What follows belongs to an exercise in optimizing a design on an open flow for small area, a short achievable clock period and few clock cycles per item; a production flow would make more cautious choices.
The RTL was checked by simulation tests, not by an equivalence proof against the original design.
Power and IR drop assume default switching activity.

[flow/design.v]
module limb_mul_sequencer #(
  parameter int W       = 32,
  parameter int LIMBS   = 4,
  parameter int MUL_LAT = 2
) (
  input  logic                   clk,
  input  logic                   rst,
  input  logic                   start,
  input  logic [W*LIMBS-1:0]     a,
  input  logic [W*LIMBS-1:0]     b,
  output logic                   busy,
  output logic [2*W*LIMBS-1:0]   product,
  output logic                   done,
  output logic                   mul_start,
  output logic [W-1:0]           mul_a,
  output logic [W-1:0]           mul_b,
  input  logic [2*W-1:0]         mul_product
);
  localparam int N  = W * LIMBS;      
  localparam int AW = 2 * W + 3;      
  localparam int LW = 2 * N - 2 * W;  
  localparam int PS = MUL_LAT + 1;    
  logic [N-1:0]    a_q, b_q;
  logic            act_q;
  logic [3:0]      t_q;
  logic [1:0]      isel_q, jsel_q;
  logic            busy_q;
  logic            accept;
  logic            ms_q;
  logic [W-1:0]    ma_q, mb_q;
  logic            v_q  [PS+1];
  logic            f_q  [PS+1];
  logic            s_q  [PS+1];
  logic            l_q  [PS+1];
  logic [2*W-1:0]  p_q;               
  logic [AW-1:0]   w_q;               
  logic [LW-1:0]   lo_q;              
  logic            done_q;
  logic [3:0]      t_nx;
  logic [1:0]      i_nx, j_nx;
  logic            newcol;
  logic [AW-1:0]   sum, cur;
  assign accept = start & ~busy_q & ~done_q;
  assign t_nx = t_q + 4'd1;
  always_comb begin
    i_nx = 2'd0; j_nx = 2'd0;
    case (t_nx)
      4'd0:  begin i_nx = 2'd0; j_nx = 2'd0; end
      4'd1:  begin i_nx = 2'd0; j_nx = 2'd1; end
      4'd2:  begin i_nx = 2'd1; j_nx = 2'd0; end
      4'd3:  begin i_nx = 2'd0; j_nx = 2'd2; end
      4'd4:  begin i_nx = 2'd1; j_nx = 2'd1; end
      4'd5:  begin i_nx = 2'd2; j_nx = 2'd0; end
      4'd6:  begin i_nx = 2'd0; j_nx = 2'd3; end
      4'd7:  begin i_nx = 2'd1; j_nx = 2'd2; end
      4'd8:  begin i_nx = 2'd2; j_nx = 2'd1; end
      4'd9:  begin i_nx = 2'd3; j_nx = 2'd0; end
      4'd10: begin i_nx = 2'd1; j_nx = 2'd3; end
      4'd11: begin i_nx = 2'd2; j_nx = 2'd2; end
      4'd12: begin i_nx = 2'd3; j_nx = 2'd1; end
      4'd13: begin i_nx = 2'd2; j_nx = 2'd3; end
      4'd14: begin i_nx = 2'd3; j_nx = 2'd2; end
      default: begin i_nx = 2'd3; j_nx = 2'd3; end
    endcase
  end
  always_comb begin
    case (t_q)
      4'd1, 4'd3, 4'd6, 4'd10, 4'd13, 4'd15: newcol = 1'b1;
      default:                               newcol = 1'b0;
    endcase
  end
  always_ff @(posedge clk) begin
    if (rst) begin
      act_q  <= 1'b0;
      busy_q <= 1'b0;
    end else if (accept) begin
      act_q  <= 1'b1;
      busy_q <= 1'b1;
    end else begin
      if (t_q == 4'd15) act_q <= 1'b0;
      busy_q <= act_q & (t_q != 4'd14) & (t_q != 4'd15);
    end
  end
  always_ff @(posedge clk) begin
    if (accept) begin
      t_q    <= '0;
      isel_q <= '0;
      jsel_q <= '0;
    end else begin
      t_q    <= t_nx;
      isel_q <= i_nx;
      jsel_q <= j_nx;
    end
  end
  always_ff @(posedge clk) begin
    if (!busy_q) begin
      a_q <= a;
      b_q <= b;
    end
  end
  always_ff @(posedge clk) begin
    ma_q <= a_q[isel_q*W +: W];
    mb_q <= b_q[jsel_q*W +: W];
  end
  always_ff @(posedge clk) begin
    if (rst) begin
      ms_q <= 1'b0;
      for (int k = 0; k <= PS; k++) v_q[k] <= 1'b0;
    end else begin
      ms_q   <= act_q;
      v_q[0] <= act_q;
      for (int k = 1; k <= PS; k++) v_q[k] <= v_q[k-1];
    end
  end
  always_ff @(posedge clk) begin
    f_q[0] <= (t_q == 4'd0);
    s_q[0] <= newcol;
    l_q[0] <= (t_q == 4'd15);
    for (int k = 1; k <= PS; k++) begin
      f_q[k] <= f_q[k-1];
      s_q[k] <= s_q[k-1];
      l_q[k] <= l_q[k-1];
    end
  end
  always_ff @(posedge clk) p_q <= mul_product;
  localparam int LV = $clog2(AW);
  logic [AW-1:0] pp [LV+1];
  logic [AW-1:0] gg [LV+1];
  logic [AW-1:0] xa, xb;
  assign xa = w_q;
  assign xb = AW'(p_q);
  assign pp[0] = xa ^ xb;
  assign gg[0] = xa & xb;
  for (genvar lv = 0; lv < LV; lv++) begin : g_lv
    for (genvar bi = 0; bi < AW; bi++) begin : g_bit
      if (bi >= (1 << lv)) begin : g_op
        assign gg[lv+1][bi] = gg[lv][bi] | (pp[lv][bi] & gg[lv][bi-(1<<lv)]);
        assign pp[lv+1][bi] = pp[lv][bi] & pp[lv][bi-(1<<lv)];
      end else begin : g_pass
        assign gg[lv+1][bi] = gg[lv][bi];
        assign pp[lv+1][bi] = pp[lv][bi];
      end
    end
  end
  assign sum = pp[0] ^ {gg[LV][AW-2:0], 1'b0};
  assign cur = f_q[PS] ? AW'(p_q) : sum;
  logic sh_q, kp_q;
  always_ff @(posedge clk) begin
    sh_q <= s_q[PS-2] & ~f_q[PS-1];
    kp_q <= ~s_q[PS-2];
  end
  logic [AW-1:0] w_nx;
  always_comb begin
    for (int k = 0; k < AW; k++) begin
      if (k + W < AW)
        w_nx[k] = (sh_q & sum[k+W]) | (kp_q & sum[k]) | (f_q[PS] & ((k + W < 2*W) ? p_q[(k+W) % (2*W)] : 1'b0));
      else
        w_nx[k] = kp_q & sum[k];
    end
  end
  always_ff @(posedge clk) begin
    w_q <= w_nx;
    if (v_q[PS-1] && s_q[PS-1]) lo_q <= {cur[W-1:0], lo_q[LW-1:W]};
  end
  always_ff @(posedge clk) begin
    if (rst) done_q <= 1'b0;
    else     done_q <= v_q[PS] & l_q[PS];
  end
  assign busy      = busy_q;
  assign done      = done_q;
  assign product   = {w_q[2*W-1:0], lo_q};
  assign mul_start = ms_q;
  assign mul_a     = ma_q;
  assign mul_b     = mb_q;
endmodule
[flow/config.mk]
export PLATFORM = sky130hd
export DESIGN_NAME = limb_mul_sequencer
export DESIGN_NICKNAME = limb_mul_sequencer
export VERILOG_FILES = /design/flow/design.v
export SDC_FILE = /design/flow/constraint.sdc
export NUM_CORES = 4
export LEC_CHECK = 0
export ABC_AREA = 1
export CAP_MARGIN = 20
export CORE_MARGIN = 2
export CORE_UTILIZATION = 50
export CTS_CLUSTER_DIAMETER = 100
export CTS_CLUSTER_SIZE = 25
export SETUP_SLACK_MARGIN = 5
export SLEW_MARGIN = 20
[flow/flow/run.sh]
#!/bin/bash
export BUFFER_PORTS_ARGS="-buffer_cell sky130_fd_sc_hd__buf_1"
export CTS_ARGS="-sink_clustering_enable -repair_clock_nets -sink_clustering_size 25 -sink_clustering_max_diameter 100 -dont_use_dummy_load"
bash standard.sh > standard.log 2>&1
[flow/standard.sh]
#!/bin/bash
# synth_recipe.tcl (not shown) runs the flow's synth.tcl, then flattens the netlist and writes it again
# the make line also repeats each setting of config.mk as NAME=value (left out here)
make -C /OpenROAD-flow-scripts/flow DESIGN_CONFIG=/design/flow/config.mk WORK_HOME=/design/flow/orfs CLKGATE_MAP_FILE= SYNTH_SCRIPT=/design/flow/synth_recipe.tcl "${@:-finish}"
[flow/constraint.sdc]
create_clock -name core_clock -period 8.0 [get_ports {clk}]
set_input_delay 1.6000 -clock core_clock [delete_from_list [all_inputs] [get_ports {clk}]]
set_output_delay 1.6000 -clock core_clock [all_outputs]
set_load 0.01 [all_outputs]
==> reports/summary.txt, run 1 <==
share of flip-flops with an asynchronous set or reset - 0%
Register Area - 17900 sq um
Pwr Total - 11.2 mW
crit end category - output port
Post-Syn Nets - 3004
initial core utilization - 50.3%
synth warn - 7
Critical Path Fanout Max - 2
number of fillers in the final layout - 4784
Synth Area in Adders - 3.38%
CTS tree - done
synth top area cells - edfxtp_1 50%, dfxtp_1 17%, nand2_1 9.2%
M3 GR Usage - 5.82%
CP bufs+invs - 1
setup TNS - 0 ns
GR Util met1 - 38.2%
clk sinks - 671
maximum vdd ir drop - 204 uV
Slew @ Worst Pin - 1.14 ns
Horiz. Die Dim - 236 um
Clock Root Buffer - clkbuf_16
largest family of logic cells by synthesized area - simple AND/OR/NAND/NOR gates
via count - 20600
Synth top area share - 50.0%
global route overflow - 0
first-pass GRT wire length - 123 mm
compound-cell area share of the yosys netlist - 7.07%
Post-Syn Instances - 2609
post-synthesis simple-gate area fraction - 17.2%
total die area - 55700 sq um
CP Data Required Time - 6.40 ns
RSZ-0062 raised after global routing - no
Hold Path Class - register to register
Top-Level Pins - 646
fin. max-slew vios - 0
Post-CTS Hold Fix Bufs - 0
mean routed wirelength per cell - 21.4 um
CTS buffer count - 34
slowest CP cell - dfxtp_1
Leak Pwr - 12.6 nW
final clock skew - 0.0361 ns
NumNets Final - 3642
final worst-path cycle share - 36.7%
post-DP HPWL - 66.2 mm
Worst EP arrival - 1.34 ns
Netlist cell types - 40
vias in the first global route - 19600
xor/xnor cell area share of the yosys netlist - 0.740%
met2 Usage GRT - 49.8%
Fin. Hold Viols - 0
most frequent cell after synthesis - nand2_1
setup violators final - 0
drt via density - 5.21
CTS HTree Levels - 2
Iteration-0 DRC Markers - 1482
DRC viols - 0
total wire length - 84.7 mm
Clk Latency, worst-skew pair - 0.56 ns
number of max-cap violations - 0
Max clock buf depth - 3
Synth top cells by count - 662 x nand2_1, 448 x edfxtp_1, 299 x nor2_1, 292 x inv_1, 223 x dfxtp_1
post-synthesis mux area share - 0%
status - finished clean
initial antenna violation count - 9
Port Buffer Count - 645
pin count of the biggest net entering global routing - 193
Slew headroom - 24.0%
total core area - 53500 sq um
Worst Setup Path Type - register to output port
slowest stage delay, CP - 0.40 ns
GR Util All Layers - 29.7%
Worst-path clk slew - 0.10 ns
Area Growth Syn to Fin - 15.2%
Synth Area per Inst - 10.3 sq um
busiest grt layer - met2
CP cell instances - buf_1
layout cells sized above 1 - 3.30%
routability cong. - 1.00
Post-synth top flop - edfxtp_1
drt first pass iters - 5
synthesized flop and latch total - 671
Post-synth EDFFs - 448
post-synthesis sequential area ratio - 66.6%
Die H - 236 um
Netlist Area Pre-Place - 26900 sq um
Setup crit start kind - register
top cell type by total area after synthesis - edfxtp_1
Power Dens Cells - 360 nW/um^2
multi-input logic area - 7640 sq um
Site Rows - 85
Final ANT Viol Nets - 0
Worst path top cell family by delay - flip-flops
Peak Freq - 340 MHz
minimum clock period - 2.94 ns
-- report_power, final --
part           total, mW  leakage [nW]  internal [mW]  switching (mW)
sequential          4.62          6.20           4.34           0.279
clock               1.79         0.419          0.765            1.03
combinational       4.75          6.02           1.36            3.40
-- placed cells by master, fill, tap and decap left out, types with 4 or more instances in the layout --
cell       Yosys  routed
diode_2        0       8
buf_1          6     645
nor3_1         8       8
edfxtp_1     448     448
xor2_1        17      17
clkbuf_16      0      34
clkinv_1       4       5
inv_1        292     288
o21ai_1        5       5
nand3b_1      18      18
dfxtp_1      223     217
o21ai_0      171     171
a21oi_1       84      84
nand3_2        4       5
nand2_1      662     661
dfxtp_2        0       5
nor2_1       299     299
buf_4          0      15
ha_1          71      71
a211oi_1       4       4
nand2_2       21      22
o21a_1         4       4
o21bai_1       5       5
nand3_1      113     112
o22ai_1       64      64
a21oi_2        4       4
inv_2          3       4
-- layout make-up --
type / count / share of cell area, %
sequential: 671 / 57.8
multi-input combinational: 1580 / 24.7
timing repair buffer: 661 / 8.24
inverter: 299 / 3.65
tap: 696 / 2.81
clock buffer: 34 / 2.75
antenna: 8 / 0.0646
-- state kept, by name (all words and copies together), names as in the netlist --
| register | flops |
|---|---|
| b_q | 128 |
| p_q | 64 |
| v_q | 3 |
| a_q | 128 |
| kp_q | 1 |
| sh_q | 1 |
| busy_q | 1 |
| mb_q | 32 |
| ma_q | 32 |
| lo_q | 192 |
| jsel_q | 2 |
| s_q | 3 |
| isel_q | 2 |
| t_q | 4 |
| act_q | 1 |
| l_q | 4 |
| w_q | 67 |
| done_q | 1 |
| f_q | 4 |
| ms_q | 1 |
-- through the flow --
stage               worst slack (ns)  hold slack (ns)  area [sq um]  cells  utilization, %
CTS                             5.03            0.331         31000   3941            57.9
global placement                5.13            0.310         30100   3907            56.3
global route                    5.01            0.335         31000   3947            57.9
floorplan                       3.43            0.310         26900   2609               -
finish                          5.06            0.329         31000   3949            57.9
detailed placement              5.04            0.313         30100   3907            56.3
-- worst register-to-register path, stage by stage (launching register included) --
cell and delay, ns:
dfxtp_1 0.36, ha_1 0.20, inv_1 0.06, fa_1 0.40
inv_1 0.10, nand3_1 0.07, nand3_1 0.15, nand2_1 0.09
nand2_2 0.13, nand2_1 0.08, nand2_2 0.11, nand2_1 0.12
nand2_1 0.20, nand2_1 0.13, nand2_1 0.08, nand2_1 0.06
nand3_1 0.07, nand2_1 0.14
-- routing by layer --
| metal | vias to the layer above | share of wire, % |
|---|---|---|
| met1 | 9719 | 40 |
| met3 | 140 | 7.8 |
| met5 | - | 0.024 |
| met2 | 817 | 48 |
| li1 | 9914 | - |
| met4 | 4 | 3.9 |
-- repair_timing --
item | 4_1_cts | 5_1_grt
pin swaps | 0 | 0
setup buffers | 0 | 0
gates resized for setup | 1 | 1
setup endpoints to repair | 1 | 1
cloned | 0 | 0
-- worst paths after layout --
check | endpoint | start | depth (start not counted) | slack (ns)
max | product[200] | w_q[8] | 1 | 5.06
min | f_q[2] | f_q[1] | 0 | 0.33
max reg2reg | w_q[12] | w_q[0] | 17 | 5.28
min reg2reg | f_q[2] | f_q[1] | 0 | 0.33
-- cell families after synthesis --
family,count (synthesis)
and+or+nand+nor,1138
DFF,671
buffers and inverters,358
AOI/OAI and AO/OA,349
adders and majority gates,72
xor gates and xnor gates,21
Testbench counts, summed over its fixed seeds: cycles 25,648, items 1,600.
==> run 2, diff against run 1 <==
--- a/flow/config.mk
+++ b/flow/config.mk
@@ -6,8 +6,7 @@
 export NUM_CORES = 4
 export LEC_CHECK = 0
-export ABC_AREA = 1
 export CAP_MARGIN = 20
 export CORE_MARGIN = 2
-export CORE_UTILIZATION = 50
+export CORE_UTILIZATION = 70
 export CTS_CLUSTER_DIAMETER = 100
 export CTS_CLUSTER_SIZE = 25
==> run 2 against run 1 <==
Cell count down 31%. Final area down 5.5%. First-iteration DRC count up 8.4%. Sequential power about the same. Non-clock buffer count up 25. Global-route usage up 8.6 points. Clock power down 7%. Clock-buffer cell count down 4. Die area down 33%. Power down 7.1%. Worst hold slack better by 0.011 ns. Area after synthesis down 7.2%. Critical endpoint is now w_q[66].
==> reports/summary.txt, run 2 <==
status - finished clean
maximum vdd ir drop - 306 uV (+50%)
Netlist cell types - 85 (+110%)
minimum clock period - 3.09 ns (+0.152 ns)
Synth Area per Inst - 15.5 sq um (+51%)
Biggest register - lo_q
mean routed wirelength per cell - 26.8 um (+25%)
total core area - 35300 sq um (-34%)
Die H - 193 um (-18%)
Hold EP - f_q[2]
CTS tree - done
DRC viols - 0 (unchanged)
drt first pass iters - 6 (+1)
Power Dens Cells - 354 nW/um^2 (-1.7%)
Iteration-0 DRC Markers - 1607 (+8.4%)
Netlist Area Pre-Place - 25000 sq um (-7.2%)
Worst Setup Path Type - register to register
Clock Root Buffer - clkbuf_16
Area Growth Syn to Fin - 17.3%
Fin. Hold Viols - 0 (unchanged)
post-DP HPWL - 55.3 mm (-16%)
Slew headroom - 32.0% (+8.0 points)
Leak Pwr - 10.4 nW (-17%)
Peak Freq - 324 MHz (-4.9%)
Port Buffer Count - 645 (unchanged)
Place WS - 4.46 ns (-0.584 ns)
post-synthesis simple-gate area fraction - 5.75% (-11 points)
max FFs per register - 192 (unchanged)
Pwr Total - 10.4 mW (-7.1%)
Clk Latency, worst-skew pair - 0.65 ns (+0.09 ns)
hold path startpoint - f_q[1]
initial core utilization - 70.7% (+20 points)
vias in the first global route - 16400 (-16%)
Post-CTS Hold Fix Bufs - 0 (unchanged)
global route overflow - 0 (unchanged)
layout cells sized above 1 - 10.4% (+7.1 points)
setup TNS - 0 ns (unchanged)
Post-Syn Instances - 1606 (-38%)
clk sinks - 671 (unchanged)
commonest non-fill, non-tap cell in the layout - buf_1
synthesized flop and latch total - 671 (unchanged)
Setup crit start kind - register
Synth top area share - 53.9% (+3.9 points)
top cell type by total area after synthesis - edfxtp_1
first-pass GRT wire length - 102 mm (-17%)
Worst Reg-to-Reg Cells - 13 (-4)
total die area - 37200 sq um (-33%)
top flop regs - lo_q: 192 flops, a_q: 128 flops, b_q: 128 flops
initial antenna violation count - 12 (+3)
launch point of the worst reg-to-reg path - p_q[0]
xor/xnor cell area share of the yosys netlist - 2.07% (+1.3 points)
most frequent cell after synthesis - edfxtp_1
crit end category - register
Worst EP arrival - 3.59 ns (+2.25 ns)
Worst Hold Slack - 0.340 ns (+0.0112 ns)
RSZ-0062 raised after global routing - yes
pin count of the biggest net entering global routing - 96 (-50%)
most frequent cells in the layout - 642 x buf_1, 448 x edfxtp_1, 216 x dfxtp_1
Synth top cells by count - 448 x edfxtp_1, 223 x dfxtp_1, 121 x nand2_1, 89 x a21oi_1, 81 x nor2_1
share of flip-flops with an asynchronous set or reset - 0% (unchanged)
post-synthesis sequential area ratio - 71.8% (+5.2 points)
CTS HTree Levels - 1 (-1)
Top-Level Pins - 646 (unchanged)
Final ANT Viol Nets - 0 (unchanged)
final setup margin - 4.91 ns (-0.152 ns)
r2r setup slk - 4.91 ns (-0.37 ns)
Worst-path clk slew - 0.10 ns (about the same)
CP Data Required Time - 8.50 ns (+2.10 ns)
synth top area cells - edfxtp_1 54%, dfxtp_1 18%, mux4_2 5.8%
fin. max-slew vios - 0 (unchanged)
GR Util All Layers - 38.2% (+8.6 points)
via count - 17000 (-18%)
Horiz. Die Dim - 193 um (-18%)
setup violators final - 0 (unchanged)
Slew @ Worst Pin - 1.02 ns (-0.121 ns)
largest family of logic cells by synthesized area - compound AO/OA/AOI/OAI gates
Post-synth top flop - edfxtp_1
routability cong. - 0.988 (-1.7%)
total wire length - 73.5 mm (-13%)
final worst-path cycle share - 38.6% (+1.9 points)
Post-Syn Nets - 2001 (-33%)
compound-cell area share of the yosys netlist - 8.92% (+1.9 points)
final clock skew - 0.0896 ns (+0.0534 ns)
Synth Area in Adders - 3.64% (+0.26 points)
Max clock buf depth - 3 (unchanged)
post-synthesis mux area share - 6.28% (+6.3 points)
hold path depth - 0 (unchanged)
Hold Path Class - register to register
Critical Path Fanout Max - 4 (+2)
worst flop-to-flop path endpoint - w_q[66]
Site Rows - 69 (-19%)
CTS buffer count - 30 (-12%)
NumNets Final - 2666 (-27%)
number of max-cap violations - 0 (unchanged)
drt via density - 6.19 (+19%)
Post-synth EDFFs - 448 (unchanged)
synth warn - 7 (unchanged)
[run 2: stage by stage]
stage / cells / util, % / instance area [sq um]
6_report: 2744 / 82.9 / 29300
5_1_grt: 2741 / 82.9 / 29300
4_1_cts: 2712 / 81.6 / 28800
3_5_place_dp: 2673 / 78.9 / 27800
3_3_place_gp: 2673 / 78.8 / 27800
2_1_floorplan: 1606 / - / 25000
[run 2: critical path: stages, from the launching register on]
cell	delay [ns]
dfxtp_2	0.37
ha_4	0.14
inv_2	0.04
fa_2	0.40
nand2b_4	0.17
a21oi_4	0.21
o211ai_4	0.13
a211oi_4	0.34
o21bai_2	0.13
a211oi_2	0.29
o2111ai_2	0.23
buf_4	0.22
a21oi_2	0.15
mux2i_1	0.18
[run 2: layout make-up]
class,instances,area [sq um]
Antenna cell,14,35.0
Tap cell,461,577
Sequential cell,671,17900
Clock buffer,30,751
Fill cell,1830,6030
Timing Repair Buffer,686,2750
Multi-Input combinational cell,842,7090
Inverter,40,154
[run 2: timing repair]
item	CTS	global route
endpoints found under the setup margin	60	49
cloned	0	0
gates resized for setup	29	65
pin swaps	11	40
buffers inserted	9	18
[run 2: power by group]
| part | total, mW | internal [mW] | switching (mW) |
|---|---|---|---|
| clock network | 1.66 | 0.669 | 0.988 |
| logic | 4.12 | 1.59 | 2.53 |
| registers | 4.60 | 4.29 | 0.310 |
[run 2: cells by family (layout without fill, tap and decap cells)]
logic type                 after synthesis  in the layout
DFF                                    671            671
AOI/OAI and AO/OA                      320            320
and+or+nand+nor                        315            315
buffers and inverters                   93            756
muxes                                   76             76
adders and majority gates               72             72
xor gates and xnor gates                59             59
other                                    0             14
[run 2: layer usage]
metal	vias to the layer above	global-route usage, %	routed length, um
li1	7411	-	-
met1	8196	46.1	24900
met2	1132	62.3	35800
met3	233	10.7	8340
met4	2	22.0	4430
met5	-	0	13
[run 2: worst max-delay path by stage]
stage,to,start,slack (ns),depth (start not counted)
floorplan,a_q[0],busy_q,3.43,1
global placement,w_q[26],w_q[0],4.58,12
detailed placement,w_q[22],w_q[0],4.46,12
CTS,w_q[34],p_q[0],4.96,12
global route,w_q[66],p_q[0],4.81,13
finish,w_q[66],p_q[0],4.91,13
==> run 3, diff against run 2 <==
==> flow/flow/run.sh (replaced) <==
#!/bin/bash
export BUFFER_PORTS_ARGS="-buffer_cell sky130_fd_sc_hd__buf_1"
bash standard.sh > standard.log 2>&1
--- a/flow/config.mk
+++ b/flow/config.mk
@@ -8,5 +8,5 @@
 export CAP_MARGIN = 20
 export CORE_MARGIN = 2
-export CORE_UTILIZATION = 70
+export CORE_UTILIZATION = 50
 export CTS_CLUSTER_DIAMETER = 100
 export CTS_CLUSTER_SIZE = 25
==> run 3 against run 2 <==
Still clean. Critical path depth stayed put. Die area is 39% higher. Routed wire length is 5.4% lower. Synthesized cell count stayed put. Sequential share of layout area is 0.50 points lower. Fmax is 3.0% higher. Global-route usage is 12 points lower. Critical path type unchanged. Critical endpoint is now w_q[28].
==> reports/summary.txt, run 3 <==
global route overflow - 0 (unchanged)
Critical Path Fanout Max - 4 (unchanged)
max FFs per register - 192 (unchanged)
CTS buffer count - 31 (+3.3%)
Setup crit start kind - register
Netlist cell types - 85 (unchanged)
Horiz. Die Dim - 227 um (+18%)
CP Data Required Time - 8.53 ns (+0.03 ns)
setup TNS - 0 ns (unchanged)
maximum vdd ir drop - 192 uV (-37%)
Combinational Power Share - 39.0% (-0.7 points)
Area Growth Syn to Fin - 18.3%
Top-Level Pins - 646 (unchanged)
hold path depth - 0 (unchanged)
drt first pass iters - 5 (-1)
Net Switching - 3.79 mW (-0.95%)
initial antenna violation count - 13 (+1)
Synth Area per Inst - 15.5 sq um (unchanged)
synth top area cells - edfxtp_1 54%, dfxtp_1 18%, mux4_2 5.8%
final worst-path cycle share - 37.5% (-1.1 points)
Final ANT Viol Nets - 0 (unchanged)
Peak Freq - 334 MHz (+3.0%)
Worst-path clk slew - 0.10 ns (about the same)
via count - 16100 (-5.4%)
GR Util All Layers - 25.9% (-12 points)
Power Dens Cells - 351 nW/um^2 (-0.75%)
total die area - 51700 sq um (+39%)
Clk Latency, worst-skew pair - 0.63 ns (-0.02 ns)
final clock skew - 0.0260 ns (-0.0636 ns)
pin count of the biggest net entering global routing - 139 (+45%)
Synth top cells by count - 448 x edfxtp_1, 223 x dfxtp_1, 121 x nand2_1, 89 x a21oi_1, 81 x nor2_1
launch point of the worst reg-to-reg path - w_q[0]
synthesized flop and latch total - 671 (unchanged)
total wire length - 69.5 mm (-5.4%)
first-pass GRT wire length - 98.4 mm (-3.4%)
Netlist Area Pre-Place - 25000 sq um (unchanged)
Post-synth EDFFs - 448 (unchanged)
mean routed wirelength per cell - 23.5 um (-12%)
drt via density - 5.43 (-12%)
Place WS - 4.50 ns (+0.0439 ns)
top flop regs - lo_q: 192 flops, a_q: 128 flops, b_q: 128 flops
sequential power share - 43.6% (-0.7 points)
multi-input logic area - 7020 sq um (-1.0%)
minimum clock period - 3.00 ns (-0.0912 ns)
Worst Setup Path Type - register to register
total core area - 49200 sq um (+39%)
Fin. Hold Viols - 0 (unchanged)
post-synthesis sequential area ratio - 71.8% (unchanged)
Post-synth top flop - edfxtp_1
Leak Pwr - 10.4 nW (-0.33%)
crit end category - register
worst flop-to-flop path endpoint - w_q[28]
most frequent cells in the layout - 644 x buf_1, 448 x edfxtp_1, 215 x dfxtp_1
Biggest register - lo_q
Hold Path Class - register to register
Clock Root Buffer - clkbuf_16
NumNets Final - 2654 (-0.45%)
vias in the first global route - 15700 (-4.3%)
Worst Reg-to-Reg Cells - 13 (unchanged)
Slew headroom - 30.6% (-1.4 points)
fin. max-slew vios - 0 (unchanged)
layout cells sized above 1 - 9.68% (-0.68 points)
commonest non-fill, non-tap cell in the layout - buf_1
most frequent cell after synthesis - edfxtp_1
share of flip-flops with an asynchronous set or reset - 0% (unchanged)
Post-CTS Hold Fix Bufs - 0 (unchanged)
top cell type by total area after synthesis - edfxtp_1
routability cong. - 0.889 (-9.9%)
Site Rows - 81 (+17%)
post-DP HPWL - 53.2 mm (-3.8%)
DRC viols - 0 (unchanged)
synth warn - 7 (unchanged)
RSZ-0062 raised after global routing - yes
number of fillers in the final layout - 4001 (+120%)
setup violators final - 0 (unchanged)
number of max-cap violations - 0 (unchanged)
initial core utilization - 50.8% (-20 points)
Post-Syn Nets - 2001 (unchanged)
Register Area - 17900 sq um (about the same)
Slew @ Worst Pin - 1.04 ns (+0.0214 ns)
CTS tree - done
Iteration-0 DRC Markers - 1234 (-23%)
Hold EP - s_q[1]
r2r setup slk - 5.00 ns (+0.09 ns)
Port Buffer Count - 645 (unchanged)
clk sinks - 671 (unchanged)
Worst EP arrival - 3.53 ns (-0.06 ns)
Die H - 227 um (+18%)
status - finished clean
internal power - 6.59 mW (+0.67%)
Sw Share - 36.5% (-0.38 points)
CTS HTree Levels - 1 (unchanged)
Max clock buf depth - 3 (unchanged)
Synth top area share - 53.9% (unchanged)
hold path startpoint - s_q[0]
Clock power frac - 17.5% (+1.5 points)
final setup margin - 5.00 ns (+0.0912 ns)
Worst Hold Slack - 0.326 ns (-0.0144 ns)
Post-Syn Instances - 1606 (unchanged)
==> run 3: metrics by stage <==
stage          power (mW)  cell area [sq um]  std cells  utilization, %
2_1_floorplan        7.18              25000       1606               -
3_3_place_gp         8.34              28100       2875            57.2
3_5_place_dp         8.38              28100       2875            57.2
4_1_cts              10.2              29200       2940            59.4
5_1_grt              11.0              29500       2953            60.0
6_report             10.4              29500       2958            60.1
==> run 3: cell families after synthesis <==
| family | share of synthesized area [%] |
|---|---|
| mux | 6.28 |
| xor+xnor | 2.07 |
| flops | 71.8 |
| buf+inv | 1.56 |
| compound gates | 8.92 |
| simple gates | 5.75 |
| fa+ha+maj | 3.64 |
==> run 3: power groups by stage <==
stage / clock network, mW / logic, mW / registers (mW)
global placement: 0 / 3.76 / 4.58
CTS: 1.85 / 3.88 / 4.51
floorplan: 0 / 2.46 / 4.71
finish: 1.81 / 4.05 / 4.52
global route: 1.97 / 4.43 / 4.57
detailed placement: 0 / 3.79 / 4.59
==> run 3: cell type report <==
class	count	area share (%)
inverter	40	0.521
multi-input combinational	842	23.8
clock inverter	3	0.136
sequential	671	60.7
timing repair buffer	673	9.01
tap	664	2.81
clock buffer	54	2.92
antenna	11	0.0932
==> run 3: routing by layer <==
layer  up-vias  global-route usage, %  share of wire [%]
met5         -                      0               0.12
met4        12                   11.3                4.2
met3       123                   7.45                9.1
met2       632                   42.7                 48
met1      7866                   32.0                 38
li1       7419                      -                  -
==> run 3: worst max path at each step <==
| stage | from | to | slack, ns | cells after the start |
|---|---|---|---|---|
| detailed placement | w_q[0] | w_q[34] | 4.50 | 12 |
| finish | w_q[0] | w_q[28] | 5.00 | 13 |
| global placement | w_q[0] | w_q[34] | 4.60 | 12 |
| CTS | w_q[10] | w_q[25] | 5.00 | 10 |
| floorplan | busy_q | a_q[0] | 3.43 | 1 |
| global route | w_q[0] | w_q[32] | 4.90 | 12 |
==> run 3: critical path, stage by stage (launching register included) <==
cell and delay [ns]:
dfxtp_2 0.37, ha_4 0.14, inv_2 0.04, fa_2 0.34, nand2b_4 0.16, a21oi_4 0.23
o211ai_4 0.15, a211oi_4 0.38, o21bai_4 0.11, a211oi_4 0.30, buf_6 0.16, o211ai_1 0.10
and3_1 0.21, o31ai_2 0.21
==> run 3: repair_timing <==
| action | in CTS | in global routing |
|---|---|---|
| cloned | 0 | 0 |
| gates resized for setup | 23 | 60 |
| pin swaps | 12 | 20 |
| setup endpoints to repair | 48 | 54 |
| setup buffers | 8 | 6 |
==> run 4, diff against run 3 <==
--- a/flow/design.v
+++ b/flow/design.v
@@ -134,7 +134,7 @@
   for (genvar lv = 0; lv < LV; lv++) begin : g_lv
     for (genvar bi = 0; bi < AW; bi++) begin : g_bit
-      if (bi >= (1 << lv)) begin : g_op
-        assign gg[lv+1][bi] = gg[lv][bi] | (pp[lv][bi] & gg[lv][bi-(1<<lv)]);
-        assign pp[lv+1][bi] = pp[lv][bi] & pp[lv][bi-(1<<lv)];
+      if (((bi >> lv) & 1) == 1) begin : g_op
+        assign gg[lv+1][bi] = gg[lv][bi] | (pp[lv][bi] & gg[lv][((bi >> lv) << lv) - 1]);
+        assign pp[lv+1][bi] = pp[lv][bi] & pp[lv][((bi >> lv) << lv) - 1];
       end else begin : g_pass
         assign gg[lv+1][bi] = gg[lv][bi];
==> flow/flow/run.sh (replaced) <==
#!/bin/bash
export BUFFER_PORTS_ARGS="-buffer_cell sky130_fd_sc_hd__buf_1"
export CTS_ARGS="-sink_clustering_enable -repair_clock_nets -sink_clustering_size 25 -sink_clustering_max_diameter 100 -dont_use_dummy_load"
bash standard.sh > standard.log 2>&1
--- a/flow/config.mk
+++ b/flow/config.mk
@@ -8,5 +8,5 @@
 export CAP_MARGIN = 20
 export CORE_MARGIN = 2
-export CORE_UTILIZATION = 50
+export CORE_UTILIZATION = 45
 export CTS_CLUSTER_DIAMETER = 100
 export CTS_CLUSTER_SIZE = 25
==> run 4 against run 3 <==
Fmax fell by 3.5%. Non-clock buffer count rose by 18. Flip-flop and latch count did not move. First-iteration DRC count fell by 15%. Setup slack got worse by 0.11 ns. Still clean. Power fell by 5.7%. Combinational power fell by 15%. Register-to-register slack got worse by 0.11 ns. Worst hold slack improved by 0.0072 ns. Critical path type unchanged.
==> reports/summary.txt, run 4 <==
status - finished clean
crit end category - register
Port Buffer Count - 645 (unchanged)
Worst Setup Path Type - register to register
Place WS - 4.36 ns (-0.146 ns)
# placed instances - 2670 (-7.1%)
CP Data Required Time - 8.42 ns (-0.11 ns)
CTS HTree Levels - 2 (+1)
most frequent cell after synthesis - edfxtp_1
post-DP HPWL - 47.6 mm (-11%)
Worst EP arrival - 3.53 ns (about the same)
share of flip-flops with an asynchronous set or reset - 0% (unchanged)
Post-synth top flop - edfxtp_1
r2r setup slk - 4.89 ns (-0.11 ns)
layout cells sized above 1 - 11.9% (+2.2 points)
drt via density - 5.17 (-4.7%)
Iteration-0 DRC Markers - 1050 (-15%)
GR Util All Layers - 22.3% (-3.6 points)
via count - 14200 (-11%)
clk sinks - 671 (unchanged)
CTS tree - done
Final ANT Viol Nets - 0 (unchanged)
drt first pass iters - 8 (+3)
minimum clock period - 3.11 ns (+0.109 ns)
Clk Latency, worst-skew pair - 0.57 ns (-0.06 ns)
Post-Syn Nets - 1762 (-12%)
synth warn - 7 (unchanged)
final clock skew - 0.0619 ns (+0.0359 ns)
Peak Freq - 322 MHz (-3.5%)
Post-synth EDFFs - 448 (unchanged)
Leak Pwr - 9.98 nW (-3.9%)
Power Dens Cells - 343 nW/um^2 (-2.5%)
final worst-path cycle share - 38.8% (+1.4 points)
post-synthesis sequential area ratio - 75.7% (+3.9 points)
top flop regs - lo_q: 192 flops, a_q: 128 flops, b_q: 128 flops
Synth top cells by count - 448 x edfxtp_1, 223 x dfxtp_1, 71 x ha_1, 64 x mux4_2, 63 x nand2_1
Critical Path Fanout Max - 7 (+3)
Hold Path Class - register to register
initial core utilization - 45.3% (-5.5 points)
initial antenna violation count - 16 (+3)
maximum vdd ir drop - 231 uV (+20%)
Worst Hold Slack - 0.333 ns (+0.00725 ns)
Fin. Hold Viols - 0 (unchanged)
NumNets Final - 2450 (-7.7%)
total die area - 54400 sq um (+5.2%)
total core area - 52200 sq um (+6.3%)
Max clock buf depth - 3 (unchanged)
synth top area cells - edfxtp_1 57%, dfxtp_1 19%, mux4_2 6.1%
Slew headroom - 35.3% (+4.7 points)
Setup crit start kind - register
Top-Level Pins - 646 (unchanged)
top cell type by total area after synthesis - edfxtp_1
DRC viols - 0 (unchanged)
fin. max-slew vios - 0 (unchanged)
Site Rows - 84 (+3.7%)
Netlist cell types - 62 (-27%)
number of max-cap violations - 0 (unchanged)
CTS buffer count - 34 (+9.7%)
final setup margin - 4.89 ns (-0.109 ns)
most frequent cells in the layout - 645 x buf_1, 448 x edfxtp_1, 204 x dfxtp_1
Post-Syn Instances - 1362 (-15%)
Area Growth Syn to Fin - 20.7%
Synth top area share - 56.8% (+3.0 points)
pin count of the biggest net entering global routing - 89 (-36%)
Worst-path clk slew - 0.10 ns (about the same)
first-pass GRT wire length - 89.1 mm (-9.5%)
commonest non-fill, non-tap cell in the layout - buf_1
Synth Area per Inst - 17.4 sq um (+12%)
Horiz. Die Dim - 233 um (+2.6%)
Clock Root Buffer - clkbuf_16
setup violators final - 0 (unchanged)
Non-Filler Instances - 2747 (-7.1%)
Slew @ Worst Pin - 0.970 ns (-0.0702 ns)
mean routed wirelength per cell - 23.2 um (-1.2%)
Post-CTS Hold Fix Bufs - 0 (unchanged)
Netlist Area Pre-Place - 23700 sq um (-5.2%)
routability cong. - 0.874 (-1.7%)
synthesized flop and latch total - 671 (unchanged)
RSZ-0062 raised after global routing - yes
setup TNS - 0 ns (unchanged)
vias in the first global route - 13800 (-12%)
global route overflow - 0 (unchanged)
total wire length - 63.8 mm (-8.3%)
max FFs per register - 192 (unchanged)
Biggest register - lo_q
Die H - 233 um (+2.6%)
-- run 4: cell count changes in the layout (fill, tap and decap cells not counted), moves of 19 or more --
cell / before / now
a21o_1: 35 / 16
a21oi_1: 79 / 30
clkbuf_1: 22 / 0
nand2_1: 117 / 61
nor2_1: 77 / 57
o21ai_0: 55 / 31
-- run 4: path summary, 6_finish.rpt --
path,from,endpoint,cells after the start
setup / recovery,w_q[0],w_q[25],16
setup reg to reg,w_q[0],w_q[25],16
hold / removal,f_q[1],f_q[2],0
hold reg to reg,f_q[1],f_q[2],0
-- run 4: through the flow --
stage	cell area, sq um	power (mW)	util [%]
after global placement	27000	7.63	51.7
final	28600	9.79	54.7
after global routing	28600	10.3	54.7
after CTS	28200	9.63	53.9
after floorplan	23700	6.71	-
after detailed placement	27000	7.66	51.7
-- run 4: timing repair --
| action | 4_1_cts | 5_1_grt |
|---|---|---|
| gates resized for setup | 45 | 51 |
| setup buffers | 17 | 15 |
| pin swaps | 19 | 29 |
| setup endpoints to repair | 76 | 57 |
| gates cloned | 0 | 0 |
-- run 4: cells by family (layout without fill, tap and decap cells) --
group / count (synthesis) / in the layout / synth area share, %
muxes: 76 / 76 / 6.62
buffers and inverters: 75 / 761 / 1.22
other: 0 / 11 / 0
adders and majority gates: 77 / 77 / 4.26
and+or+nand+nor: 212 / 212 / 4.30
AOI/OAI and AO/OA: 191 / 191 / 5.67
DFF: 671 / 671 / 75.7
xor gates and xnor gates: 60 / 60 / 2.22
-- run 4: final cells by class --
class	instances	area, sq um
diodes	11	27.5
clock buffers	34	851
fillers	4325	23700
inverters	36	139
multi-input cells	616	5950
flip-flops and latches	671	17900
well taps	688	861
repair buffers	691	2800
-- run 4: layer usage --
metal	global-route usage (%)	vias up	share of wire [%]
met3	6.48	102	8.7
met2	36.9	536	49
li1	-	6537	-
met5	0	-	0.16
met4	6.63	14	2.3
met1	28.6	7024	40
-- run 4: critical path, cell delays in order (launching register included) --
cell	delay [ns]
dfxtp_2	0.37
ha_4	0.13
inv_2	0.04
fa_2	0.34
nand2b_4	0.17
a211oi_4	0.22
nor2_1	0.07
o211ai_1	0.17
buf_4	0.16
a21o_4	0.14
a21oi_4	0.11
buf_12	0.17
o41ai_4	0.30
buf_4	0.19
xor2_2	0.06
a222oi_1	0.26
inv_1	0.07
-- run 4: power by group --
part / switching [mW] / internal (mW) / total [mW]
Clock: 1.03 / 0.765 / 1.79
Combinational: 1.93 / 1.52 / 3.44
Sequential: 0.267 / 4.28 / 4.55
Testbench counts of run 4, summed over its fixed seeds: cycles 25,648, items 1,600.
==> run 5, diff against run 4 <==
--- a/flow/config.mk
+++ b/flow/config.mk
@@ -6,7 +6,8 @@
 export NUM_CORES = 4
 export LEC_CHECK = 0
+export ABC_AREA = 1
 export CAP_MARGIN = 20
 export CORE_MARGIN = 2
-export CORE_UTILIZATION = 45
+export CORE_UTILIZATION = 40
 export CTS_CLUSTER_DIAMETER = 100
 export CTS_CLUSTER_SIZE = 25
==> run 5 against run 4 <==
Still clean on timing, DRC and antenna. Clock power up 3%. Sequential power up 1%. Clock-buffer cell count up 1. Combinational power up 13%.
==> reports/summary.txt, run 5 <==
Post-synth EDFFs - 448 (unchanged)
CP bufs+invs - 1 (-4)
CTS buffer count - 35 (+2.9%)
Setup crit start kind - register
Port Buffer Count - 645 (unchanged)
drt first pass iters - 5 (-3)
maximum vdd ir drop - 181 uV (-22%)
Horiz. Die Dim - 255 um (+9.4%)
setup violators final - 0 (unchanged)
post-synthesis simple-gate area fraction - 14.1% (+9.8 points)
CTS HTree Levels - 2 (unchanged)
CTS tree - done
drt via density - 5.06 (-2.2%)
global route overflow - 0 (unchanged)
initial core utilization - 40.3% (-5.0 points)
Area Growth Syn to Fin - 17.0%
Hold Path Class - register to register
xor/xnor cell area share of the yosys netlist - 0.312% (-1.9 points)
vias in the first global route - 17300 (+25%)
CP Data Required Time - 6.40 ns (-2.02 ns)
Netlist Area Pre-Place - 25300 sq um (+6.8%)
largest family of logic cells by synthesized area - simple AND/OR/NAND/NOR gates
synthesized flop and latch total - 671 (unchanged)
Slew headroom - 29.3% (-6.0 points)
Post-Syn Instances - 2098 (+54%)
Peak Freq - 339 MHz (+5.2%)
post-synthesis sequential area ratio - 70.9% (-4.8 points)
status - finished clean
Biggest register - lo_q
mean routed wirelength per cell - 21.1 um (-8.9%)
top cell type by total area after synthesis - edfxtp_1
slowest stage delay, CP - 0.56 ns (+0.19 ns)
max FFs per register - 192 (unchanged)
DRC viols - 0 (unchanged)
Worst path top cell family by delay - flip-flops
layout cells sized above 1 - 5.23% (-6.7 points)
Die H - 255 um (+9.4%)
Synth top cells by count - 448 x edfxtp_1, 383 x nand2_1, 223 x dfxtp_1, 215 x nor2_1, 157 x o21ai_0
total die area - 65200 sq um (+20%)
Fin. Hold Viols - 0 (unchanged)
# placed instances - 3542 (+33%)
slowest CP cell - edfxtp_1
fin. max-slew vios - 0 (unchanged)
Synth top area share - 53.2% (-3.6 points)
Netlist cell types - 52 (-16%)
most frequent cell after synthesis - edfxtp_1
minimum clock period - 2.95 ns (-0.155 ns)
crit end category - output port
final worst-path cycle share - 36.9% (-1.9 points)
Max clock buf depth - 3 (unchanged)
synth warn - 7 (unchanged)
post-synthesis mux area share - 0% (-6.6 points)
number of max-cap violations - 0 (unchanged)
Site Rows - 92 (+9.5%)
Worst Setup Path Type - register to output port
Power Dens Cells - 349 nW/um^2 (+1.9%)
Post-Route Utilization - 47.2% (-7.5 points)
GR Util All Layers - 22.6% (+0.24 points)
hold path startpoint - l_q[1]
CP cell instances - clkbuf_2
Final ANT Viol Nets - 0 (unchanged)
pin count of the biggest net entering global routing - 79 (-11%)
top flop regs - lo_q: 192 flops, a_q: 128 flops, b_q: 128 flops
crit path from - lo_q[169]
NumNets Final - 3138 (+28%)
synth top area cells - edfxtp_1 53%, dfxtp_1 18%, nand2_1 5.7%
clk sinks - 671 (unchanged)
via count - 18200 (+28%)
total wire length - 75.9 mm (+19%)
Clk Latency, worst-skew pair - 0.57 ns (about the same)
total core area - 62700 sq um (+20%)
post-DP HPWL - 56.6 mm (+19%)
compound-cell area share of the yosys netlist - 7.28% (+1.6 points)
Worst-path clk slew - 0.07 ns (-0.03 ns)
Synth Area in Adders - 3.99% (-0.27 points)
Iteration-0 DRC Markers - 1434 (+37%)
Worst EP arrival - 1.35 ns (-2.18 ns)
RSZ-0062 raised after global routing - no
Critical Path Fanout Max - 2 (-5)
Post-CTS Hold Fix Bufs - 0 (unchanged)
initial antenna violation count - 13 (-3)
share of flip-flops with an asynchronous set or reset - 0% (unchanged)
Slew @ Worst Pin - 1.06 ns (+0.0904 ns)
launch point of the worst reg-to-reg path - w_q[0]
number of fillers in the final layout - 5853 (+35%)
routability cong. - 0.919 (+5.2%)
Synth Area per Inst - 12.0 sq um (-31%)
Post-synth top flop - edfxtp_1
Clock Root Buffer - clkbuf_16
Leak Pwr - 11.3 nW (+13%)
Top-Level Pins - 646 (unchanged)
r2r setup slk - 5.21 ns (+0.32 ns)
setup TNS - 0 ns (unchanged)
commonest non-fill, non-tap cell in the layout - buf_1
final clock skew - 0.0413 ns (-0.0206 ns)
first-pass GRT wire length - 112 mm (+25%)
Post-Syn Nets - 2498 (+42%)
most frequent cells in the layout - 644 x buf_1, 448 x edfxtp_1, 382 x nand2_1
Non-Filler Instances - 3593 (+31%)
-- run 5: cell count changes after synthesis, moves of 24 or more --
| cell | previous run | this run |
|---|---|---|
| and2_1 | 25 | 1 |
| inv_1 | 35 | 137 |
| mux4_2 | 64 | 0 |
| nand2_1 | 63 | 383 |
| nand3_1 | 9 | 120 |
| nand3b_1 | 0 | 25 |
| nor2_1 | 59 | 215 |
| o21ai_0 | 39 | 157 |
| o22ai_1 | 2 | 65 |
| xnor2_1 | 32 | 4 |
-- run 5: path summary, 6_finish.rpt --
kind	endpoint	cells past startpoint
worst min-delay path	l_q[2]	0
worst max-delay path	product[169]	1
worst min register to register	l_q[2]	0
worst max register to register	w_q[33]	17
-- run 5: where the power goes --
group	internal (mW)	leakage [nW]	total (mW)	switching (mW)
Combinational	1.22	4.64	3.88	2.66
Sequential	4.34	6.19	4.61	0.275
Clock	0.786	0.431	1.84	1.05
-- run 5: metrics by stage --
| step | power, mW | setup WS, ns | instance area (sq um) | hold slack, ns |
|---|---|---|---|---|
| floorplan | 7.22 | 3.43 | 25300 | 0.310 |
| global placement | 8.39 | 4.15 | 28600 | 0.311 |
| detailed placement | 8.49 | 4.01 | 28600 | 0.314 |
| CTS | 10.3 | 5.00 | 29500 | 0.321 |
| global route | 11.0 | 5.01 | 29600 | 0.322 |
| finish | 10.3 | 5.05 | 29600 | 0.315 |
-- run 5: area by class of cell --
cell class | instances | area, sq um | share of cell area [%]
antenna | 11 | 27.5 | 0.0931
clock buffer | 35 | 876 | 2.96
inverter | 148 | 567 | 1.92
multi-input combinational | 1216 | 6520 | 22.0
sequential | 671 | 17900 | 60.6
tap | 846 | 1060 | 3.58
timing repair buffer | 665 | 2610 | 8.81
timing repair inverter | 1 | 5.00 | 0.0169
-- run 5: timing repair --
item                                    CTS  global route
gates resized for setup                   6             4
gates cloned                              1             1
endpoints found under the setup margin  148            42
setup buffers                             0             3
pin swaps                                 0             1
-- run 5: cell families (layout without fill, tap and decap cells) --
logic type / after synthesis / after routing
simple gates: 807 / 808
other cells: 0 / 11
compound gates: 322 / 322
xor+xnor: 9 / 9
fa+ha+maj: 77 / 77
buf+inv: 212 / 849
flops: 671 / 671
-- run 5: metal layers --
metal	GRT usage (%)	vias up	part of all wire, %
li1	-	8536	-
met1	29.5	8816	41
met3	4.04	125	6.6
met2	37.6	695	49
met4	8.46	0	3.6
met5	0	-	0
==> run 6, diff against run 5 <==
--- a/flow/config.mk
+++ b/flow/config.mk
@@ -9,5 +9,5 @@
 export CAP_MARGIN = 20
 export CORE_MARGIN = 2
-export CORE_UTILIZATION = 40
+export CORE_UTILIZATION = 58
 export CTS_CLUSTER_DIAMETER = 100
 export CTS_CLUSTER_SIZE = 25
==> run 6 against run 5 <==
Still clean. Register-to-register slack improved by 0.08 ns. Setup slack improved by 0.018 ns. Final area down 1.6%. Cell count down 7.6%. Largest power group unchanged. Highest routed layer is now met5.
==> reports/summary.txt, run 6 <==
Clk Latency, worst-skew pair - 0.62 ns (+0.05 ns)
via count - 17800 (-2.0%)
drt via density - 5.36 (+6.0%)
Worst Hold Slack - 0.341 ns (+0.0264 ns)
slowest CP cell - dfxtp_1
top flop regs - lo_q: 192 flops, a_q: 128 flops, b_q: 128 flops
multi-input logic area - 6520 sq um (unchanged)
Biggest register - lo_q
layout cells sized above 1 - 4.88% (-0.35 points)
synth top area cells - edfxtp_1 53%, dfxtp_1 18%, nand2_1 5.7%
Leak Pwr - 11.2 nW (-0.69%)
top cell type by total area after synthesis - edfxtp_1
Post-synth top flop - edfxtp_1
total die area - 45300 sq um (-31%)
CTS buffer count - 30 (-14%)
clk sinks - 671 (unchanged)
max FFs per register - 192 (unchanged)
setup violators final - 0 (unchanged)
Slew headroom - 23.4% (-5.9 points)
number of max-cap violations - 0 (unchanged)
Synth Area per Inst - 12.0 sq um (unchanged)
Post-Syn Nets - 2498 (unchanged)
Area Growth Syn to Fin - 15.1%
Top-Level Pins - 646 (unchanged)
Fin. Hold Viols - 0 (unchanged)
Synth top cells by count - 448 x edfxtp_1, 383 x nand2_1, 223 x dfxtp_1, 215 x nor2_1, 157 x o21ai_0
setup TNS - 0 ns (unchanged)
initial antenna violation count - 8 (-5)
status - finished clean
total wire length - 68.1 mm (-10%)
Worst EP arrival - 1.33 ns (-0.02 ns)
synthesized flop and latch total - 671 (unchanged)
initial core utilization - 58.7% (+18 points)
most frequent cell after synthesis - edfxtp_1
Horiz. Die Dim - 213 um (-17%)
Post-synth EDFFs - 448 (unchanged)
post-DP HPWL - 50.4 mm (-11%)
Die H - 213 um (-17%)
post-synthesis sequential area ratio - 70.9% (unchanged)
most frequent cells in the layout - 645 x buf_1, 448 x edfxtp_1, 382 x nand2_1
Netlist Area Pre-Place - 25300 sq um (unchanged)
CP cell instances - buf_1
Peak Freq - 341 MHz (+0.61%)
first-pass GRT wire length - 98.4 mm (-12%)
Worst path top cell family by delay - flip-flops
minimum clock period - 2.93 ns (-0.0179 ns)
Post-Syn Instances - 2098 (unchanged)
maximum vdd ir drop - 228 uV (+26%)
crit end category - output port
Pwr Total - 10.1 mW (-2.2%)
Power Dens Cells - 347 nW/um^2 (-0.56%)
number of fillers in the final layout - 3348 (-43%)
Register Area - 17900 sq um (about the same)
pin count of the biggest net entering global routing - 193 (+140%)
RSZ-0062 raised after global routing - no
drt first pass iters - 6 (+1)
synth warn - 7 (unchanged)
Hold Path Class - register to register
commonest non-fill, non-tap cell in the layout - buf_1
Iteration-0 DRC Markers - 1576 (+9.9%)
final clock skew - 0.0219 ns (-0.0195 ns)
total core area - 43100 sq um (-31%)
Netlist cell types - 52 (unchanged)
mean routed wirelength per cell - 20.5 um (-3.0%)
Slew @ Worst Pin - 1.15 ns (+0.0888 ns)
Max clock buf depth - 3 (unchanged)
Final ANT Viol Nets - 0 (unchanged)
Worst Setup Path Type - register to output port
GR Util All Layers - 29.1% (+6.5 points)
Site Rows - 76 (-17%)
Critical Path Fanout Max - 3 (+1)
Clock Root Buffer - clkbuf_16
DRC viols - 0 (unchanged)
CTS HTree Levels - 1 (-1)
share of flip-flops with an asynchronous set or reset - 0% (unchanged)
fin. max-slew vios - 0 (unchanged)
Post-CTS Hold Fix Bufs - 0 (unchanged)
vias in the first global route - 16700 (-3.1%)
routability cong. - 0.956 (+4.0%)
Port Buffer Count - 645 (unchanged)
CP bufs+invs - 1 (unchanged)
global route overflow - 0 (unchanged)
CP Data Required Time - 6.40 ns (about the same)
NumNets Final - 3129 (-0.29%)
final worst-path cycle share - 36.7% (-0.22 points)
slowest stage delay, CP - 0.42 ns (-0.14 ns)
Worst-path clk slew - 0.10 ns (+0.03 ns)
Setup crit start kind - register
CTS tree - done
Synth top area share - 53.2% (unchanged)
-- run 6: power breakdown --
part           total, mW  leakage, nW  switching [mW]  internal, mW
combinational       3.80         4.62            2.58          1.22
clock               1.66        0.370           0.989         0.669
sequential          4.64         6.20           0.304          4.34
total               10.1         11.2            3.87          6.23
-- run 6: path summary, 6_finish.rpt --
kind / slack (ns) / from / cells after the start / to
max: 5.07 / w_q[16] / 1 / product[208]
min: 0.34 / l_q[1] / 0 / l_q[2]
max reg2reg: 5.29 / w_q[49] / 14 / w_q[33]
min reg2reg: 0.34 / l_q[1] / 0 / l_q[2]
-- run 6: area by class of cell --
type / count / share of cell area (%)
well taps: 585 / 2.51
inverters: 148 / 1.95
clock buffers: 30 / 2.58
diodes: 8 / 0.0688
multi-input cells: 1216 / 22.4
repair buffers: 662 / 8.91
flip-flops and latches: 671 / 61.6
-- run 6: worst reg2reg max path, delay by kind of cell, from the launching register on --
kind,cells,cell delay (ns)
AOI/OAI and AO/OA,2,0.46
and+or+nand+nor,9,1.01
DFF,1,0.36
xor gates and xnor gates,1,0.19
adders and majority gates,2,0.57
-- run 6: logic make-up (layout without fill, tap and decap cells) --
family                   after synthesis  count (layout)  synth area share (%)
other                                  0               8                     0
adder cells (fa/ha/maj)               77              77                  3.99
XOR/XNOR                               9               9                 0.312
flip-flops                           671             671                  70.9
AO/OA/AOI/OAI                        322             322                  7.28
buffers and inverters                212             840                  3.45
AND/OR/NAND/NOR                      807             808                  14.1
-- run 6: repair_timing --
action	4_1_cts	5_1_grt
buffers inserted	0	4
gates resized for setup	0	2
setup endpoints to repair	0	63
-- run 6: metal layers --
metal	vias to the layer above	global-route usage, %	routed length, um
li1	8508	-	-
met1	8431	35.7	26200
met2	719	48.4	32600
met3	140	8.31	6030
met4	6	12.6	3210
met5	-	0	45
-- run 6: through the flow --
stage	utilization [%]	setup slack, ns	cells	area, sq um
5_1_grt	67.5	5.03	3317	29100
2_1_floorplan	-	3.43	2098	25300
6_report	67.6	5.07	3320	29100
3_5_place_dp	65.6	4.89	3276	28300
3_3_place_gp	65.6	4.89	3276	28200
4_1_cts	67.3	5.00	3306	29000
==> run 7, diff against run 6 <==
--- a/flow/config.mk
+++ b/flow/config.mk
@@ -9,5 +9,5 @@
 export CAP_MARGIN = 20
 export CORE_MARGIN = 2
-export CORE_UTILIZATION = 58
+export CORE_UTILIZATION = 50
 export CTS_CLUSTER_DIAMETER = 100
 export CTS_CLUSTER_SIZE = 25
==> run 7 against run 6 <==
Final area increased by 0.23%. First-iteration DRC count is 14% lower. Critical path depth did not move. Highest routed layer unchanged. Largest power group unchanged.
==> reports/summary.txt, run 7 <==
fin. max-slew vios - 0 (unchanged)
Site Rows - 82 (+7.9%)
Netlist Area Pre-Place - 25300 sq um (unchanged)
r2r setup slk - 5.19 ns (-0.10 ns)
post-synthesis mux area share - 0% (unchanged)
CP bufs+invs - 1 (unchanged)
Synth top cells by count - 448 x edfxtp_1, 383 x nand2_1, 223 x dfxtp_1, 215 x nor2_1, 157 x o21ai_0
Power Dens Cells - 347 nW/um^2 (-0.19%)
NumNets Final - 3125 (-0.13%)
post-route cell area - 29200 sq um (+0.23%)
Place WS - 4.93 ns (+0.0313 ns)
compound-cell area share of the yosys netlist - 7.28% (unchanged)
Critical Path Fanout Max - 2 (-1)
CP Data Required Time - 6.40 ns (about the same)
slowest stage delay, CP - 0.44 ns (+0.02 ns)
Die H - 229 um (+7.6%)
clk sinks - 671 (unchanged)
first-pass GRT wire length - 105 mm (+6.5%)
Synth Area per Inst - 12.0 sq um (unchanged)
Clk Latency, worst-skew pair - 0.63 ns (about the same)
post-DP HPWL - 53.6 mm (+6.2%)
post-synthesis simple-gate area fraction - 14.1% (unchanged)
CTS buffer count - 30 (unchanged)
Cell Area, Placed - 28400 sq um (+0.41%)
Slew @ Worst Pin - 1.13 ns (-0.0153 ns)
synth top area cells - edfxtp_1 53%, dfxtp_1 18%, nand2_1 5.7%
setup TNS - 0 ns (unchanged)
Hold EP - l_q[3]
max FFs per register - 192 (unchanged)
hold path startpoint - l_q[2]
drt first pass iters - 6 (unchanged)
status - finished clean
Clock Root Buffer - clkbuf_16
global route overflow - 0 (unchanged)
top flop regs - lo_q: 192 flops, a_q: 128 flops, b_q: 128 flops
mean routed wirelength per cell - 21.2 um (+3.1%)
RSZ-0062 raised after global routing - no
Top-Level Pins - 646 (unchanged)
# placed instances - 3364 (+2.7%)
most frequent cell after synthesis - edfxtp_1
total wire length - 72.0 mm (+5.7%)
synthesized flop and latch total - 671 (unchanged)
final worst-path cycle share - 36.9% (+0.19 points)
Worst Reg-to-Reg Cells - 15 (+1)
Worst-path clk slew - 0.10 ns (about the same)
Post-Syn Nets - 2498 (unchanged)
via count - 17700 (-0.67%)
CP cell instances - buf_1
routability cong. - 0.902 (-5.7%)
GR Util All Layers - 26.6% (-2.5 points)
Synth top area share - 53.2% (unchanged)
layout cells sized above 1 - 4.85% (-0.030 points)
commonest non-fill, non-tap cell in the layout - buf_1
Area Growth Syn to Fin - 15.4%
slowest CP cell - edfxtp_1
Worst Setup Path Type - register to output port
top cell type by total area after synthesis - edfxtp_1
initial core utilization - 50.5% (-8.2 points)
largest family of logic cells by synthesized area - simple AND/OR/NAND/NOR gates
Post-Syn Instances - 2098 (unchanged)
Iteration-0 DRC Markers - 1357 (-14%)
Netlist cell types - 52 (unchanged)
final setup margin - 5.05 ns (-0.0149 ns)
Port Buffer Count - 645 (unchanged)
Biggest register - lo_q
Slew headroom - 24.4% (+1.0 points)
Peak Freq - 339 MHz (-0.50%)
DRC viols - 0 (unchanged)
total die area - 52400 sq um (+16%)
Worst path top cell family by delay - flip-flops
xor/xnor cell area share of the yosys netlist - 0.312% (unchanged)
most frequent cells in the layout - 643 x buf_1, 448 x edfxtp_1, 382 x nand2_1
Setup crit start kind - register
number of max-cap violations - 0 (unchanged)
Hold Path Class - register to register
drt via density - 5.20 (-3.1%)
Fin. Hold Viols - 0 (unchanged)
synth warn - 7 (unchanged)
hold path depth - 0 (unchanged)
CTS HTree Levels - 1 (unchanged)
minimum clock period - 2.95 ns (+0.0149 ns)
Post-synth EDFFs - 448 (unchanged)
setup violators final - 0 (unchanged)
Max clock buf depth - 3 (unchanged)
post-synthesis sequential area ratio - 70.9% (unchanged)
Pwr Total - 10.1 mW (about the same)
Post-synth top flop - edfxtp_1
vias in the first global route - 16700 (-0.29%)
Worst EP arrival - 1.35 ns (+0.02 ns)
crit end category - output port
initial antenna violation count - 13 (+5)
pin count of the biggest net entering global routing - 193 (unchanged)
Leak Pwr - 11.2 nW (-0.19%)
share of flip-flops with an asynchronous set or reset - 0% (unchanged)
CTS tree - done
maximum vdd ir drop - 215 uV (-5.7%)
Final ANT Viol Nets - 0 (unchanged)
total core area - 50100 sq um (+16%)
worst flop-to-flop path endpoint - w_q[0]
Horiz. Die Dim - 229 um (+7.6%)
Synth Area in Adders - 3.99% (unchanged)
Non-Filler Instances - 3404 (+2.5%)
launch point of the worst reg-to-reg path - w_q[0]
final clock skew - 0.0452 ns (+0.0233 ns)
-- run 7: cell counts after synthesis --
No cell type changed its count.
-- run 7: area by class of cell --
type / instances / area [sq um]
Antenna cell: 9 / 22.5
Sequential cell: 671 / 17900
Clock buffer: 30 / 751
Inverter: 148 / 567
Timing Repair Buffer: 658 / 2550
Fill cell: 4337 / 20900
Multi-Input combinational cell: 1216 / 6520
Tap cell: 672 / 841
-- run 7: power by group --
part | internal (mW) | total [mW] | switching, mW
registers | 4.34 | 4.63 | 0.290
clock network | 0.669 | 1.67 | 1.01
logic | 1.19 | 3.80 | 2.61
-- run 7: what timing repair did --
action	CTS	global route
setup endpoints to repair	3	8
cloned	0	1
buffers inserted	0	0
pin swaps	0	1
resized for setup	1	4
hold buffers	0	0
-- run 7: worst max path at each step --
stage              start            to  slack, ns  cells after the start
6_report       lo_q[161]  product[161]       5.05                      1
5_1_grt        lo_q[161]  product[161]       5.01                      1
4_1_cts        lo_q[164]  product[164]       5.01                      1
3_5_place_dp      w_q[0]        w_q[0]       4.93                     15
3_3_place_gp      w_q[0]        w_q[0]       5.01                     15
2_1_floorplan     busy_q        a_q[0]       3.43                      1
-- run 7: per-layer routing --
metal,vias up,global-route usage (%),routed length [um]
li1,8496,-,-
met2,631,44.4,34600
met3,97,6.10,5510
met4,8,7.26,2020
met5,-,0,55
met1,8453,35.1,29800
-- run 7: logic make-up after synthesis --
| kind of cell | Yosys count |
|---|---|
| AND/OR/NAND/NOR | 807 |
| flip-flops | 671 |
| AO/OA/AOI/OAI | 322 |
| buffers and inverters | 212 |
| adder cells (fa/ha/maj) | 77 |
| XOR/XNOR | 9 |
-- run 7: through the flow --
step	utilization [%]	hold slack (ns)
after global placement	56.7	0.310
after detailed placement	56.7	0.313
after CTS	58.2	0.336
after floorplan	-	0.310
after global routing	58.3	0.342
final	58.3	0.334
==> run 8, diff against run 7 <==
==> flow/flow/run.sh (replaced) <==
#!/bin/bash
export BUFFER_PORTS_ARGS="-buffer_cell sky130_fd_sc_hd__buf_1"
export CTS_ARGS="-sink_clustering_enable -repair_clock_nets -sink_clustering_size 25 -sink_clustering_max_diameter 100 -dont_use_dummy_load"
sed 's/SETUP_SLACK_MARGIN=[0-9.]*/SETUP_SLACK_MARGIN=5.25/' standard.sh > standard_m.sh
bash standard_m.sh > standard.log 2>&1
==> run 8 against run 7 <==
Synthesized cell count stayed put. Clock power hardly changed. Largest power group unchanged. Cell count is 1.9% higher. Clock-buffer cell count stayed put. Critical path depth stayed put. Routed wire length is 0.90% higher. Clock skew is 0.00059 ns higher. Sequential share of layout area is 2.7 points lower. First-iteration DRC count is 1.4% higher.
==> reports/summary.txt, run 8 <==
status - finished clean
slowest stage delay, CP - 0.50 ns (+0.06 ns)
hold path startpoint - f_q[1]
synthesized flop and latch total - 671 (unchanged)
total die area - 52400 sq um (unchanged)
Synth Area per Inst - 12.0 sq um (unchanged)
slowest CP cell - edfxtp_1
CP bufs+invs - 1 (unchanged)
xor/xnor cell area share of the yosys netlist - 0.312% (unchanged)
crit end category - output port
Peak Freq - 345 MHz (+1.7%)
commonest non-fill, non-tap cell in the layout - edfxtp_1
r2r setup slk - 5.35 ns (+0.16 ns)
# placed instances - 3364 (unchanged)
Power Dens Cells - 339 nW/um^2 (-2.1%)
total wire length - 72.6 mm (+0.90%)
Post-Syn Nets - 2498 (unchanged)
largest family of logic cells by synthesized area - simple AND/OR/NAND/NOR gates
Iteration-0 DRC Markers - 1376 (+1.4%)
CTS buffer count - 30 (unchanged)
final worst-path cycle share - 36.3% (-0.60 points)
Setup crit start kind - register
RSZ-0062 raised after global routing - yes
top cell type by total area after synthesis - edfxtp_1
Synth top area share - 53.2% (unchanged)
initial antenna violation count - 14 (+1)
met1 wire length - 29.8 mm (+0.19%)
total core area - 50100 sq um (unchanged)
Pwr Total - 10.4 mW (+2.9%)
met3 WL post-DR - 5.54 mm (+0.69%)
final clock skew - 0.0457 ns (+0.000587 ns)
fin. max-slew vios - 0 (unchanged)
Area Growth Syn to Fin - 21.3%
Worst-path clk slew - 0.09 ns (about the same)
drt first pass iters - 5 (-1)
Post-Syn Instances - 2098 (unchanged)
Fin. Hold Viols - 0 (unchanged)
Max clock buf depth - 3 (unchanged)
Worst EP arrival - 1.30 ns (-0.05 ns)
CTS HTree Levels - 1 (unchanged)
Leak Pwr - 12.4 nW (+11%)
worst flop-to-flop path endpoint - w_q[1]
most frequent cell after synthesis - edfxtp_1
Die H - 229 um (unchanged)
setup TNS - 0 ns (unchanged)
Place WS - 4.93 ns (unchanged)
Hold Path Class - register to register
top flop regs - lo_q: 192 flops, a_q: 128 flops, b_q: 128 flops
Synth top cells by count - 448 x edfxtp_1, 383 x nand2_1, 223 x dfxtp_1, 215 x nor2_1, 157 x o21ai_0
Netlist cell types - 52 (unchanged)
Worst path top cell family by delay - flip-flops
WP depth - 1 (unchanged)
post-synthesis mux area share - 0% (unchanged)
Biggest register - lo_q
synth warn - 7 (unchanged)
synth top area cells - edfxtp_1 53%, dfxtp_1 18%, nand2_1 5.7%
Worst Setup Path Type - register to output port
most frequent cells in the layout - 448 x edfxtp_1, 381 x nand2_1, 374 x buf_1
vias in the first global route - 16800 (+0.89%)
layout cells sized above 1 - 18.5% (+14 points)
Hold EP - f_q[2]
Final ANT Viol Nets - 0 (unchanged)
Non-Filler Instances - 3468 (+1.9%)
initial core utilization - 50.5% (unchanged)
compound-cell area share of the yosys netlist - 7.28% (unchanged)
Post-synth EDFFs - 448 (unchanged)
routability cong. - 0.902 (unchanged)
minimum clock period - 2.90 ns (-0.0480 ns)
number of max-cap violations - 0 (unchanged)
launch point of the worst reg-to-reg path - w_q[14]
CP Data Required Time - 6.40 ns (about the same)
==> run 8: cell counts after synthesis <==
Identical to the previous run, type by type.
==> run 8: how the worst max path moves through the flow <==
stage	start	to	slack (ns)
after floorplan	busy_q	a_q[0]	3.43
after global placement	w_q[0]	w_q[0]	5.01
after detailed placement	w_q[0]	w_q[0]	4.93
after CTS	lo_q[72]	product[72]	5.08
after global routing	lo_q[110]	product[110]	5.06
final	lo_q[110]	product[110]	5.10
==> run 8: final cells by class <==
| class | count | area (sq um) | share of cell area [%] |
|---|---|---|---|
| diodes | 11 | 27.5 | 0.0898 |
| well taps | 672 | 841 | 2.74 |
| flip-flops and latches | 671 | 18000 | 58.8 |
| inverters | 148 | 567 | 1.85 |
| multi-input cells | 1216 | 6560 | 21.4 |
| repair buffers | 720 | 3890 | 12.7 |
| clock buffers | 30 | 751 | 2.45 |
==> run 8: logic make-up after synthesis <==
logic type      count (synthesis)
flops                         671
compound gates                322
xor+xnor                        9
fa+ha+maj                      77
buf+inv                       212
simple gates                  807
==> run 8: power breakdown <==
| part | internal (mW) | leakage, nW | switching (mW) |
|---|---|---|---|
| clock network | 0.669 | 0.370 | 1.01 |
| registers | 4.38 | 6.20 | 0.295 |
| logic | 1.40 | 5.87 | 2.65 |
| total | 6.45 | 12.4 | 3.95 |
==> run 8: metrics by stage <==
step                      utilization (%)  cell area (sq um)
after floorplan                         -              25300
after global placement               56.7              28400
after detailed placement             56.7              28400
after CTS                            60.1              30100
after global routing                 61.2              30700
final                                61.2              30700
==> run 8: metal layers <==
metal  track usage (%)  vias up
met2              45.2      665
met5                 0        -
met3              5.99       94
li1                  -     8618
met4              6.90        8
met1              35.4     8597
==> run 8: what timing repair did <==
item,4_1_cts,5_1_grt
cloned,1,0
pin swaps,1,0
hold buffers,0,0
resized for setup,338,160
setup endpoints to repair,326,290
setup buffers,34,28

==> static timing again, ports no longer ideal <==
In the flow no input, the clock included, has a driving cell. The finished layouts below were timed again as built, in two steps. Step 1 assumes that a clkbuf_16 drives the clock port and a buf_2 every other input. Step 2 times the ports against the registers' clock, not the clock port: input delays grow and output delays shrink by t, the midpoint of the rising clock arrivals with the driver on. a / b / c = no drivers / after step 1 / after step 2; a / b = the first two.
| run | t (ns) | slack for setup (ns) |
|---|---|---|
| run 1 | 0.603 | 5.063 / 5.003 / 5.039 |
| run 2 | 0.661 | 4.911 / 4.911 / 4.911 |
| run 3 | 0.683 | 5.002 / 4.977 / 5.002 |
| run 4 | 0.598 | 4.893 / 4.893 / 4.893 |
| run 5 | 0.613 | 5.048 / 4.988 / 4.982 |
| run 6 | 0.665 | 5.066 / 5.005 / 4.884 |
| run 7 | 0.661 | 5.051 / 4.992 / 4.984 |
| run 8 | 0.665 | 5.099 / 5.040 / 4.964 |
After both steps every run listed still meets setup and hold.
